Context: an optimization exercise on an open-source flow, tuned for small area and a short achievable clock period. The choices shown serve that exercise and are no tape-out recipe.
RTL that was checked went through simulation tests only; none was proved equivalent to the original.
Power and IR drop assume default switching activity.

== job 101 ==
// csr_trap_unit
module csr_trap_unit
#(
  parameter int unsigned NUM_HPM     = 4,
  parameter bit          VECTORED_EN = 1'b1,
  parameter logic [31:0] MTVEC_RST   = 32'h0000_0000
) (
  input  logic               clk,
  input  logic               rst,
  input  logic               csr_wen,
  input  logic [11:0]        csr_waddr,
  input  logic [31:0]        csr_wdata,
  input  logic               csr_ren,
  input  logic [11:0]        csr_raddr,
  output logic [31:0]        csr_rdata,
  output logic [31:0]        csr_status,
  input  logic               exc_valid,
  input  logic [4:0]         exc_cause,
  input  logic [31:0]        exc_pc,
  input  logic [31:0]        exc_tval,
  input  logic               ecall,
  input  logic               mret,
  input  logic               irq_ext,
  input  logic               irq_soft,
  input  logic               irq_timer,
  input  logic               int_ok,
  input  logic [31:0]        int_pc,
  input  logic               instret,
  input  logic [NUM_HPM-1:0] hpm_event,
  output logic               trap_taken,
  output logic [31:0]        trap_target,
  output logic               irq_pending
);
export LEC_CHECK = 0
export ABC_AREA = 0
export CAP_MARGIN = 20
export CORE_MARGIN = 2
export CORE_UTILIZATION = 55
export SETUP_SLACK_MARGIN = 2.5
export SLEW_MARGIN = 20
create_clock -name core_clock -period 7.0 [get_ports {clk}]
standard.sh (not shown) runs the stock make flow with config.mk's settings and CLKGATE_MAP_FILE= SYNTH_SCRIPT=/design/flow/synth_recipe.tcl, a recipe that flattens the netlist after the stock synthesis.
==> flow/flow/run.sh <==
#!/bin/bash
# Own layout flow: the standard ORFS flow (standard synthesis), except
#  - ports buffered by a small plain buffer instead of ORFS's default delay cell,
#  - clock tree built without dummy balancing loads,
#  - slow high-stack gates (a222oi, nor4/or4, a2111oi, o41ai) added to the
#    platform's don't-use list, for synthesis and repair alike.
set -euo pipefail
DU="sky130_fd_sc_hd__probe_p_8 sky130_fd_sc_hd__probec_p_8 sky130_fd_sc_hd__lpflow_bleeder_1 sky130_fd_sc_hd__lpflow_clkbufkapwr_1 sky130_fd_sc_hd__lpflow_clkbufkapwr_16 sky130_fd_sc_hd__lpflow_clkbufkapwr_2 sky130_fd_sc_hd__lpflow_clkbufkapwr_4 sky130_fd_sc_hd__lpflow_clkbufkapwr_8 sky130_fd_sc_hd__lpflow_clkinvkapwr_1 sky130_fd_sc_hd__lpflow_clkinvkapwr_16 sky130_fd_sc_hd__lpflow_clkinvkapwr_2 sky130_fd_sc_hd__lpflow_clkinvkapwr_4 sky130_fd_sc_hd__lpflow_clkinvkapwr_8 sky130_fd_sc_hd__lpflow_decapkapwr_12 sky130_fd_sc_hd__lpflow_decapkapwr_3 sky130_fd_sc_hd__lpflow_decapkapwr_4 sky130_fd_sc_hd__lpflow_decapkapwr_6 sky130_fd_sc_hd__lpflow_decapkapwr_8 sky130_fd_sc_hd__lpflow_inputiso0n_1 sky130_fd_sc_hd__lpflow_inputiso0p_1 sky130_fd_sc_hd__lpflow_inputiso1n_1 sky130_fd_sc_hd__lpflow_inputiso1p_1 sky130_fd_sc_hd__lpflow_inputisolatch_1 sky130_fd_sc_hd__lpflow_isobufsrc_1 sky130_fd_sc_hd__lpflow_isobufsrc_16 sky130_fd_sc_hd__lpflow_isobufsrc_2 sky130_fd_sc_hd__lpflow_isobufsrc_4 sky130_fd_sc_hd__lpflow_isobufsrc_8 sky130_fd_sc_hd__lpflow_isobufsrckapwr_16 sky130_fd_sc_hd__lpflow_lsbuf_lh_hl_isowell_tap_1 sky130_fd_sc_hd__lpflow_lsbuf_lh_hl_isowell_tap_2 sky130_fd_sc_hd__lpflow_lsbuf_lh_hl_isowell_tap_4 sky130_fd_sc_hd__lpflow_lsbuf_lh_isowell_4 sky130_fd_sc_hd__lpflow_lsbuf_lh_isowell_tap_1 sky130_fd_sc_hd__lpflow_lsbuf_lh_isowell_tap_2 sky130_fd_sc_hd__lpflow_lsbuf_lh_isowell_tap_4  sky130_fd_sc_hd__a2111oi_0 sky130_fd_sc_hd__a2111oi_1 sky130_fd_sc_hd__a2111oi_2 sky130_fd_sc_hd__a2111oi_4 sky130_fd_sc_hd__a222oi_1 sky130_fd_sc_hd__nor4_1 sky130_fd_sc_hd__nor4_2 sky130_fd_sc_hd__nor4_4 sky130_fd_sc_hd__nor4b_1 sky130_fd_sc_hd__nor4b_2 sky130_fd_sc_hd__nor4b_4 sky130_fd_sc_hd__nor4bb_1 sky130_fd_sc_hd__nor4bb_2 sky130_fd_sc_hd__nor4bb_4 sky130_fd_sc_hd__o41ai_1 sky130_fd_sc_hd__o41ai_2 sky130_fd_sc_hd__o41ai_4 sky130_fd_sc_hd__or4_1 sky130_fd_sc_hd__or4_2 sky130_fd_sc_hd__or4_4 sky130_fd_sc_hd__or4b_1 sky130_fd_sc_hd__or4b_2 sky130_fd_sc_hd__or4b_4 sky130_fd_sc_hd__or4bb_1 sky130_fd_sc_hd__or4bb_2 sky130_fd_sc_hd__or4bb_4"
bash standard.sh "BUFFER_PORTS_ARGS=-buffer_cell sky130_fd_sc_hd__buf_1" \
  "CTS_ARGS=-sink_clustering_enable -repair_clock_nets -dont_use_dummy_load -buf_list sky130_fd_sc_hd__clkbuf_8" \
  "DONT_USE_CELLS=$DU" \
  finish > make_finish.log 2>&1
The inputs of job 102 differ from those of job 101 as listed below.
==> flow/flow/run.sh <==
#!/bin/bash
# Own layout flow: the standard ORFS flow (standard synthesis), except
#  - ports buffered by a small plain buffer instead of ORFS's default delay cell,
#  - clock tree built without dummy balancing loads.
set -euo pipefail
bash standard.sh "BUFFER_PORTS_ARGS=-buffer_cell sky130_fd_sc_hd__buf_1" \
  "CTS_ARGS=-sink_clustering_enable -repair_clock_nets -dont_use_dummy_load -buf_list sky130_fd_sc_hd__clkbuf_8" \
  finish > make_finish.log 2>&1
The share of cell area taken by muxes after synthesis of job 101 and that of job 102 are within noise of each other.
Job 102 improves on job 101 in via count.
Filler cell count in the final layout, job 102 and job 101, higher one = job 101.
Number of buffers other than clock buffers in the final layout on job 102 is down relative to job 101.
Job 102 vs job 101 — number of CTS-inserted buffers dropped 2.
Synthesized cell count on job 102 is down relative to job 101.
Compared to job 101, job 102 shows a narrower setup margin.
#### Input delta (job 103 over job 102)
diff --git a/flow/config.mk b/flow/config.mk
--- a/flow/config.mk
+++ b/flow/config.mk
@@ -11,0 +12 @@
+export PLACE_DENSITY = 0.8
## What came out
Job 103: no failed stages, no open violations at the end
Maximum number of pins on one net before global-route repair in job 103 is 17 above job 102.
[compare] base=job 102 new=job 103: number of buffers added to fix hold violations after cts held steady; logic gate share of total power held steady; post-route core utilization held steady.
No run of this note included a check of the RTL's function; only the layout flow was run.


csr_trap_unit, a different RTL version from the one above (not shown whole).
For scale: roughly 3900 cells after synthesis, ~530 flip-flops, about 270 I/O pins, roughly 30000 um2 of cells after synthesis.
clock: 7.0 ns
lec_check: 0
abc_area: 1
cap_margin: 20
core_margin: 2
core_utilization: 60
cts_buf_list: sky130_fd_sc_hd__clkbuf_8
setup_slack_margin: 2.5
slew_margin: 20
==> flow/flow/run.sh <==
#!/bin/bash
# Own layout flow: the standard ORFS flow (standard synthesis), with the
# ports buffered by a small plain buffer instead of ORFS's default delay cell.
set -euo pipefail
bash standard.sh "BUFFER_PORTS_ARGS=-buffer_cell sky130_fd_sc_hd__buf_1" finish > make_finish.log 2>&1
The first run passed the timing, DRC and antenna checks.
==> next run, changes <==
ABC_AREA = 0   (was 1)
Worst setup slack improves by 0.18 ns.
Cell area came out higher by 2.4%.
Critical path depth is lower by 4.
Sequential cell count is unchanged.


rev 12:
csr_trap_unit, a different RTL version from the one above (not shown whole).
Size in the first run: about 530 flip-flops, about 270 I/O pins, roughly 29000 um2 of cells after synthesis.
==> flow/design.v (excerpt) <==
module csr_trap_unit
#(
  parameter int unsigned NUM_HPM     = 4,
  parameter bit          VECTORED_EN = 1'b1,
  parameter logic [31:0] MTVEC_RST   = 32'h0000_0000
) (
  input  logic               clk,
  input  logic               rst,
  input  logic               csr_wen,
  input  logic [11:0]        csr_waddr,
  input  logic [31:0]        csr_wdata,
  input  logic               csr_ren,
  input  logic [11:0]        csr_raddr,
  output logic [31:0]        csr_rdata,
  output logic [31:0]        csr_status,
  input  logic               exc_valid,
  input  logic [4:0]         exc_cause,
  input  logic [31:0]        exc_pc,
  input  logic [31:0]        exc_tval,
  input  logic               ecall,
  input  logic               mret,
  input  logic               irq_ext,
  input  logic               irq_soft,
  input  logic               irq_timer,
  input  logic               int_ok,
  input  logic [31:0]        int_pc,
  input  logic               instret,
  input  logic [NUM_HPM-1:0] hpm_event,
  output logic               trap_taken,
  output logic [31:0]        trap_target,
  output logic               irq_pending
);
  localparam int unsigned NCNT = NUM_HPM + 2;
  logic        st_mie_q, st_mpie_q, st_mpp_q;    
  logic        priv_q;                           
  logic        ie_ext_q, ie_tim_q, ie_sw_q;      
  logic [31:2] tvec_q;                           
  logic        tmode_q;                          
  logic [31:0] mscratch_q;
  logic [31:2] mepc_q;
  logic        mcause_irq_q;
  logic [4:0]  mcause_code_q;
  logic [31:0] mtval_q;
  ...
==> flow/config.mk <==
export PLATFORM = sky130hd
export DESIGN_NAME = csr_trap_unit
export DESIGN_NICKNAME = csr_trap_unit
export VERILOG_FILES = /design/flow/design.v
export SDC_FILE = /design/flow/constraint.sdc
export NUM_CORES = 4
export LEC_CHECK = 0
export ABC_AREA = 1
export CAP_MARGIN = 20
export CORE_MARGIN = 2
export CORE_UTILIZATION = 50
export SETUP_SLACK_MARGIN = 0.3
export SLEW_MARGIN = 20
==> flow/constraint.sdc <==
create_clock -name core_clock -period 7.0 [get_ports {clk}]
set_input_delay 1.4000 -clock core_clock [delete_from_list [all_inputs] [get_ports {clk}]]
set_output_delay 1.4000 -clock core_clock [all_outputs]
set_load 0.01 [all_outputs]
run.sh (not shown) runs the stock make flow with config.mk's settings and CLKGATE_MAP_FILE= SYNTH_SCRIPT=/design/flow/synth_recipe.tcl, a recipe that flattens the netlist after the stock synthesis.
Stock flow here: none of the scripts above is used.
> inputs changed (rev 12 -> rev 13)
Settings: SETUP_SLACK_MARGIN now 2.5, was 0.3.
Findings:
- From rev 12 to rev 13 the numbers moved as follows: routed wire length per instance shows an increase of 3.3%, part of the power in registers shows a reduction of 0.2 points, number of antenna violations at the first check in global routing shows an increase of 1.
- Taking rev 12 as the reference, in rev 13 maximum clock rate now larger; relative slew slack now smaller.
- In rev 13, the power density over cell area came out 11% below the value in rev 12.
- The fraction of synthesized cell area in xor and xnor cells was comparable across rev 12 and rev 13.
- Worst-path cell with the longest stage delay: o211ai_1 -> rev 13, nor2_1 -> rev 12
- Flip-flop and latch count: rev 13 vs rev 12 identical
- Layout overhead on the synthesized area: rev 13 vs rev 12 up 16 points
- In the flow results for rev 12 and rev 13, the met3 demand-to-capacity share in global routing is smaller on rev 12.
- Having completed the whole flow, rev 13 delivered a layout that passed the timing, DRC and antenna checks.
Function was not checked in any run of this note: the RTL went through the layout flow alone.

==> what the ideal ports hide <==
In the flow no input, the clock included, has a driving cell. The finished layouts below were timed again as built, in two steps.
Step 1, drivers: a clkbuf_16 drives clk and a buf_2 each remaining input, both assumed.
Step 2, shift: input delay + t, output delay - t, t = (earliest + latest rising clock arrival at the registers) / 2. This alone moves slack from input paths to output paths.
Three values: ideal, step 1, step 2; two values: the first two.
run	shift t [ns]	setup slack, ns	latest minus earliest clock arrival (ns)	worst data-port slew with drivers (ns)	pins driven straight from the clock port
job 101	0.773	2.222 / 2.058 / 1.796	0.086 / 0.087	0.19	1
job 102	0.770	2.054 / 1.795 / 1.795	0.079 / 0.078	0.33	1
job 103	0.777	1.737 / 1.688 / 1.688	0.071 / 0.071	0.17	1
the first run of note 2	0.762	2.153 / 2.105 / 1.924	0.027 / 0.026	0.16	1
the second run of note 2	0.751	2.331 / 2.131 / 2.123	0.035 / 0.036	0.26	1
rev 12	0.687	0.414 / 0.389 / 0.389	0.016 / 0.016	0.09	1
rev 13	0.692	2.118 / 2.078 / 1.932	0.015 / 0.016	0.09	1
After both steps every run listed still meets setup and hold. The setup slack of job 101, which loses most, moves by -0.164 ns with the drivers and by -0.426 ns with both steps.
